Background: an optimization exercise with open tools, aiming at small area and a short achievable clock period. Do not read the settings as production practice.
No functional check of the RTL was part of any run shown here.
Power figures rest on the tool's default switching activity, not on a simulated workload.

==> flow/design.v, too long to show whole: its modules and the start of the top module <==
// module alu_32_adder: 676 lines
// module alu_32_c_aoi21: 3 lines
// module alu_32_c_inv: 3 lines
// module alu_32_c_majii: 3 lines
// module alu_32_c_nand2: 3 lines
// module alu_32_c_nor2: 3 lines
// module alu_32_c_oai21: 3 lines
// module alu_32_c_xnor2: 3 lines
// module alu_32_c_xor2: 3 lines
// module alu_32_mx: 9 lines
// module alu_32_mxi: 9 lines
// module alu_32_x2: 8 lines
// module alu_32_fa: 11 lines
// module alu_32_ha: 10 lines
// module alu_32_bsel: 13 lines
// module alu_32_bmux: 10 lines
// module alu_32_han: 10 lines
// module alu_32: 1505 lines
module alu_32
(
  input  logic              clk,
  input  logic              rst,
  input  logic [2:0]        ALU_OP,
  input  logic [alu_32_pkg::DATA_W-1:0] A,
  input  logic [alu_32_pkg::DATA_W-1:0] B,
  input  logic              C_I,
  output logic [alu_32_pkg::DATA_W-1:0] R,
  output logic              C_O
);
  // ...
==> flow/flow/run.sh <==
#!/bin/bash
# Layout flow: the standard synthesis, then every combinational cell set to the
# smallest drive of its family (the layout's repair steps size up again where
# timing, slew or capacitance need it), then the standard layout steps with
# small port buffers. Each step's full output goes to a log file here.
set -euo pipefail
R=$PWD/orfs/results/$FLOW_PLATFORM/alu_32/base
LIB=$FLOW_HOME/platforms/$FLOW_PLATFORM/lib/sky130_fd_sc_hd__tt_025C_1v80.lib
EXTRA=()
[[ -f flow/extra.txt ]] && mapfile -t EXTRA < <(grep -v '^#' flow/extra.txt | grep .)
bash standard.sh "${EXTRA[@]}" "$R/1_2_yosys.v" > synth.log 2>&1
cp "$R/1_2_yosys.v" yosys_std.v
python3 flow/downsize.py "$LIB" yosys_std.v "$R/1_2_yosys.v" > downsize.log 2>&1
bash standard.sh "${EXTRA[@]}" finish > layout.log 2>&1
==> flow/flow/downsize.py <==
#!/usr/bin/env python3
"""Rewrite a mapped netlist so each combinational cell uses the smallest-area
variant of its cell family (same name without the _N drive suffix, same pins).
Flip-flops are left alone. The layout's repair steps upsize again where timing,
slew or capacitance need it.
usage: downsize.py LIBERTY NETLIST_IN NETLIST_OUT [dont_use ...]"""
import re
import sys

lib, src, dst = sys.argv[1:4]
dont = set(sys.argv[4:])
area = {}
pins = {}
cur = None
for line in open(lib):
    m = re.match(r'\s*cell\s*\(\s*"?([\w]+)"?\s*\)', line)
    if m:
        cur = m.group(1)
        pins[cur] = set()
        continue
    m = re.match(r'\s*area\s*:\s*([\d.]+)', line)
    if m and cur and cur not in area:
        area[cur] = float(m.group(1))
    m = re.match(r'\s*pin\s*\(\s*"?(\w+)"?\s*\)', line)
    if m and cur:
        pins[cur].add(m.group(1))

fam = {}
for c in area:
    m = re.match(r'(sky130_fd_sc_hd__\w+?)_(\d+)$', c)
    if m and c not in dont:
        fam.setdefault(m.group(1), []).append(c)

seq = re.compile(r'sky130_fd_sc_hd__(df|dl|sdf|edf|lpflow|probe|clkdly|dly|tap|fill|decap|conb)')
best = {}
for f, cs in fam.items():
    if seq.match(f):
        continue
    for c in cs:
        cands = [x for x in cs if pins[x] == pins[c]]
        best[c] = min(cands, key=lambda x: (area[x], x))

txt = open(src).read()
count = {}


def sub(m):
    c = m.group(1)
    b = best.get(c, c)
    if b != c:
        count[(c, b)] = count.get((c, b), 0) + 1
    return b + m.group(2)


txt = re.sub(r'\b(sky130_fd_sc_hd__\w+)(\s+[\\\w$.\[\]]+\s*\()', sub, txt)
open(dst, 'w').write(txt)
for (c, b), n in sorted(count.items()):
    print(f"{n:5d} {c} -> {b}")
==> flow/flow/extra.txt <==
# extra ORFS make variables, one per line
BUFFER_PORTS_ARGS=-buffer_cell sky130_fd_sc_hd__buf_2
REMOVE_ABC_BUFFERS=1
==> flow/standard.sh <==
#!/bin/bash
# synth_recipe.tcl (not shown) runs the flow's synth.tcl, then flattens the netlist and writes it again
# the make line also repeats each setting of config.mk as NAME=value (left out here)
make -C /OpenROAD-flow-scripts/flow DESIGN_CONFIG=/design/flow/config.mk WORK_HOME=/design/flow/orfs CLKGATE_MAP_FILE= SYNTH_SCRIPT=/design/flow/synth_recipe.tcl "${@:-finish}"
==> flow/config.mk <==
export PLATFORM = sky130hd
export DESIGN_NAME = alu_32
export DESIGN_NICKNAME = alu_32
export VERILOG_FILES = /design/flow/design.v
export SDC_FILE = /design/flow/constraint.sdc
export NUM_CORES = 4
export LEC_CHECK = 0
export CAP_MARGIN = 20
export CORE_MARGIN = 2
export CORE_UTILIZATION = 40
export SETUP_SLACK_MARGIN = 1.5
export SLEW_MARGIN = 20
export SYNTH_HIERARCHICAL = 1
export SYNTH_MINIMUM_KEEP_SIZE = 0
==> flow/constraint.sdc <==
create_clock -name core_clock -period 11.0 [get_ports {clk}]
set_input_delay 2.2000 -clock core_clock [delete_from_list [all_inputs] [get_ports {clk}]]
set_output_delay 2.2000 -clock core_clock [all_outputs]
set_load 0.01 [all_outputs]
==> impl_metrics.csv, run 1 <==
group,metric,value,unit
floorplan,dieWidth,195,um
setup_path,startpoint_type,"input pin",
status,status,"finished clean",
synth,avgSynthCellArea,8.72,um2
cells_and_area,largest_register,"r_q",
hold_path,min_path_cells,2,
timing,finalMaxSlewViolations,0,
timing,tns,0,ns
setup_path,arrival,9.09,ns
cells_and_area,nNonClkBuffers,137,
route,drt-initial-drc-count,1529,
route,drc,0,
clocking,cts_sinks,33,
cells_and_area,seqAreaFraction,4.19,%
cells_and_area,fillerInstances,3552,
clocking,cts.clk_slew.worst_paths,0.06,ns
synth,netlist_instances,1673,
global_route,grt_use_met2,45.5,%
timing,min_period_over_period,81.2,%
setup_path,end_kind,"flip-flop",
clocking,cts_setup_buffers,0,
global_route,track_usage,28.0,%
power,finalPower,5.42,mW
clocking,cts_resized,0,
synth,syn_area,0.0146,mm2
route,met1_length,21900,um
global_route,busiest_layer,"met2",
hold_path,holdCritStartpoint,"rst",
floorplan,core,0.0357,mm2
cells_and_area,syn_to_final_growth,8.07,%
route,avgViaCountPerCell,6.27,
cells_and_area,nFlopsAndLatches,33,
cells_and_area,ff_latch_area,661,um2
global_route,antenna_found_initial,2,
route,num_vias,13400,
setup_path,setup.worst_path.start,"B[11]",
cells_and_area,largestClassByArea,"multi-input combinational cells",
setup_path,cp.required,11.16,ns
==> inputs of run 2 (changes only) <==
--- a/flow/design.v
+++ b/flow/design.v
@@ -714,16 +714,44 @@
 (
   input  logic s,
   input  logic a,
   input  logic b,
   output logic y
 );
   assign y = s ? a : b;
 endmodule
+module alu_32_rsel
+(
+  input  logic s1,
+  input  logic s2,
+  input  logic sm,
+  input  logic a,
+  input  logic am,
+  input  logic an,
+  output logic ppn
+);
+  assign ppn = ~((s1 & a) | (s2 & am) | (sm & an));
+endmodule
+module alu_32_hxn
+(
+  input  logic a,
+  input  logic b,
+  output logic y
+);
+  assign y = ~(a ^ b);
+endmodule
+module alu_32_hor
+(
+  input  logic a,
+  input  logic b,
+  output logic y
+);
+  assign y = a | b;
+endmodule
 module alu_32_mxi
 (
   input  logic s,
   input  logic a,
   input  logic b,
   output logic y
 );
   assign y = ~(s ? a : b);
@@ -1623,17 +1651,17 @@
   logic hs_29;
   logic hc_29;
   logic [DATA_W-1:0] t1, t2;      
   logic [DATA_W-1:0] sufb;        
   logic              hi_pp;       
   logic              c_one, c_zero;
   logic              is_add, is_sub, is_mul, is_slt, inv_b;
   logic              sel_s, sel_p, sel_g, sel_n, sel_slt, sel_c, sel_ovf;
-  logic [DATA_W-1:0] x, y, s, pr, gn, bx;
+  logic [DATA_W-1:0] x, y, s, pr, gn, bx, bxn;
   logic              ci, co, slt;
   logic [DATA_W-1:0] r_d, r_q;
   logic              c_d, c_q;
   assign bone_0 = (B[0] ^ 1'b0);
   assign btwo_0 = ((B[1] & ~B[0] & ~1'b0) | (~B[1] & B[0] & 1'b0));
   assign bneg_0 = B[1];
   assign pp_0_0 = ((bone_0 & A[0]) | (btwo_0 & 1'b0)) ^ bneg_0;
   alu_32_bsel u_bs_0_1 (.one(bone_0), .two(btwo_0), .neg(bneg_0), .a(A[1]), .am(A[0]), .pp(pp_0_1));
==> flow/config.mk (replaced) <==
export PLATFORM = sky130hd
export DESIGN_NAME = alu_32
export DESIGN_NICKNAME = alu_32
export VERILOG_FILES = /design/flow/design.v
export SDC_FILE = /design/flow/constraint.sdc
export NUM_CORES = 4
export LEC_CHECK = 0
export CAP_MARGIN = 20
export CORE_MARGIN = 2
export CORE_UTILIZATION = 40
export SETUP_SLACK_MARGIN = 3
export SLEW_MARGIN = 20
export SYNTH_HIERARCHICAL = 1
export SYNTH_MINIMUM_KEEP_SIZE = 0
export TNS_END_PERCENT = 0
==> run 2 against run 1 <==
Total power increased by 8.3%. Critical endpoint unchanged. Die area unchanged. Final cell count increased by 2.8%.
==> impl_metrics.csv, run 2 <==
group,metric,value,unit
timing,slew_headroom,30.3,%
route,drt-initial-drc-count,1760,
cells_and_area,final_cell_mix,"xnor2_1, a22oi_1, fa_1",
clocking,cts.clk_slew.worst_paths,0.06,ns
clocking,root_buffer,"clkbuf_16",
timing,finalMaxSlewViolations,0,
cells_and_area,drive_gt1_share,15.1,%
timing,fin_ws,3.18,ns
timing,rsz0062_at_grt,"yes",
global_route,grt_max_degree,35,
floorplan,die_area,0.0380,mm2
power,power_density,345,mW/mm2
cells_and_area,fin_nets,2052,
cells_and_area,final_common_cell,"xnor2_1",
global_route,grt_pass1_wl,83900,um
hold_path,min_to,"r_q[0]$_DFF_P_",
global_route,track_usage,28.7,%
setup_path,arrival,7.97,ns
timing,tns,0,ns
power,peakVddDrop,0.000431,V
cells_and_area,reg_top3,"r_q x32, c_q x1",
setup_path,cp.required,11.16,ns
clocking,holdBufCountCts,0,
power,finalPower,5.87,mW
cells_and_area,largest_register,"r_q",
clocking,htree_levels,2,
placement,post-place-ws,1.94,ns
synth,netlist_instances,1673,
setup_path,cp_slowest_cell,"fa_1",
power,p_leak,6.33,nW
cells_and_area,largest_reg_flops,32,
timing,hold_viol_final,0,
placement,routabilityCongestion,0.937,
floorplan,die_y,195,um
placement,hpwlAfterDp,38000,um
floorplan,core,0.0357,mm2
cells_and_area,multiInputGateArea,0.0138,mm2
cells_and_area,syn_to_final_growth,16.7,%
route,drc,0,
clocking,numCtsBuffers,5,
hold_path,min_path_cells,2,
job,max_cap_violations,0,
setup_path,cp.depth,27,
route,dr.pass1.iters,19,
setup_path,startpoint_type,"input pin",
setup_path,path_max_fanout,22,
timing,min_period_over_period,71.1,%
floorplan,io_pins,103,
cells_and_area,ff_latch_area,661,um2
route,num_vias,13900,
timing,fmax,0.128,GHz
timing,finalCriticalPeriod,7.82,ns
clocking,cts_tree,"built",
clocking,cts_sinks,33,
global_route,grt-ovfl-total,0,
setup_path,path_buf_inv,4,
floorplan,num_rows,69,
synth,avgSynthCellArea,8.72,um2
route,wl,56600,um
setup_path,cp_slowest_stage_delay,0.51,ns
floorplan,dieWidth,195,um
route,ant_nets,0,
timing,worst_slew_pin_slew,1.02,ns
synth,syn_area,0.0146,mm2
setup_path,critPathKind,"input pin to flip-flop",
hold_path,hold_path_class,"input pin to flip-flop",
synth,ys_warn_count,38,
setup_path,end_kind,"flip-flop",
clocking,clockBufferDepth,2,
cells_and_area,fillerInstances,3433,
setup_path,crit_family,"adder cells",
global_route,antenna_found_initial,2,
timing,setup_viol,0,
global_route,grt_pass1_vias,14100,
floorplan,start_util,40.8,%
route,routedWlPerCell,25.7,um
placement,portBuffers,102,
hold_path,holdCritStartpoint,"rst",
status,status,"finished clean",
setup_path,crit_top_cell,"fa_1",
route,avgViaCountPerCell,6.32,
run 2: repair_timing:
item                       CTS  global route
setup endpoints to repair   10             3
resized for setup           64            72
gates cloned                 4             3
pin swaps                    6            17
buffers inserted            22            32
run 2: final cells by class:
cell class | count | area share, %
clock inverter | 3 | 0.382
sequential | 33 | 3.88
antenna | 2 | 0.0294
multi-input combinational | 1472 | 81.0
tap | 461 | 3.39
timing repair buffer | 197 | 9.81
clock buffer | 5 | 0.735
inverter | 33 | 0.727
run 2: routing by layer:
layer / share of wire, % / wire length (um) / track usage, %
met3: 11 / 6220 / 5.28
met2: 46 / 26100 / 46.4
met5: 0 / 0 / 0
met1: 39 / 22000 / 38.2
met4: 3.9 / 2210 / 11.4
run 2: worst max-delay path by stage:
| stage | start | to |
|---|---|---|
| floorplan | ALU_OP[1] | r_q[0]$_DFF_P_ |
| global route | B[5] | r_q[0]$_DFF_P_ |
| finish | B[11] | r_q[0]$_DFF_P_ |
| CTS | B[11] | r_q[0]$_DFF_P_ |
| global placement | B[17] | r_q[0]$_DFF_P_ |
| detailed placement | B[11] | r_q[0]$_DFF_P_ |
run 2: through the flow:
| step | area [um2] | hold slack (ns) | util, % | std cells |
|---|---|---|---|---|
| after floorplan | 14100 | 2.31 | - | 1537 |
| after global placement | 15500 | 2.51 | 43.5 | 2134 |
| after detailed placement | 15500 | 2.54 | 43.5 | 2134 |
| after CTS | 16300 | 2.24 | 45.7 | 2168 |
| after global routing | 17000 | 2.31 | 47.7 | 2206 |
| final | 17000 | 2.25 | 47.7 | 2206 |
run 2: power breakdown:
part,switching (mW),internal (mW),leakage (nW)
sequential,0.00877,0.164,0.273
clock,0.0577,0.129,0.0938
combinational,3.16,2.36,5.97
total,3.22,2.65,6.33

==> afterwards: timing with drivers on the ports <==
The flow's constraints put no driver on any port. The routed layouts listed below were extracted and timed again, unchanged, in two steps.
Step 1 (the two cells are an assumption about what drives the block):
set clk [get_ports {clk}]
set_driving_cell -lib_cell sky130_fd_sc_hd__clkbuf_16 $clk
set_driving_cell -lib_cell sky130_fd_sc_hd__buf_2 [delete_from_list [all_inputs] $clk]
Step 2 times the ports against the registers' clock, not the clock port: input delays grow and output delays shrink by t, the midpoint of the rising clock arrivals with the driver on.
a / b / c = no drivers / after step 1 / after step 2; a / b = the first two.
| run | shift t [ns] | setup WS [ns] | worst setup path after step 2 | clock arrival spread, ns |
|---|---|---|---|---|
| run 1 | 0.320 | 2.070 / 2.074 / 1.755 | input to register | 0.016 / 0.015 |
| run 2 | 0.322 | 3.184 / 3.107 / 2.785 | input to register | 0.015 / 0.016 |
After both steps every run listed still meets setup and hold. For run 2, which loses most, drivers alone change the setup slack by -0.077 ns; drivers and shift together by -0.399 ns.
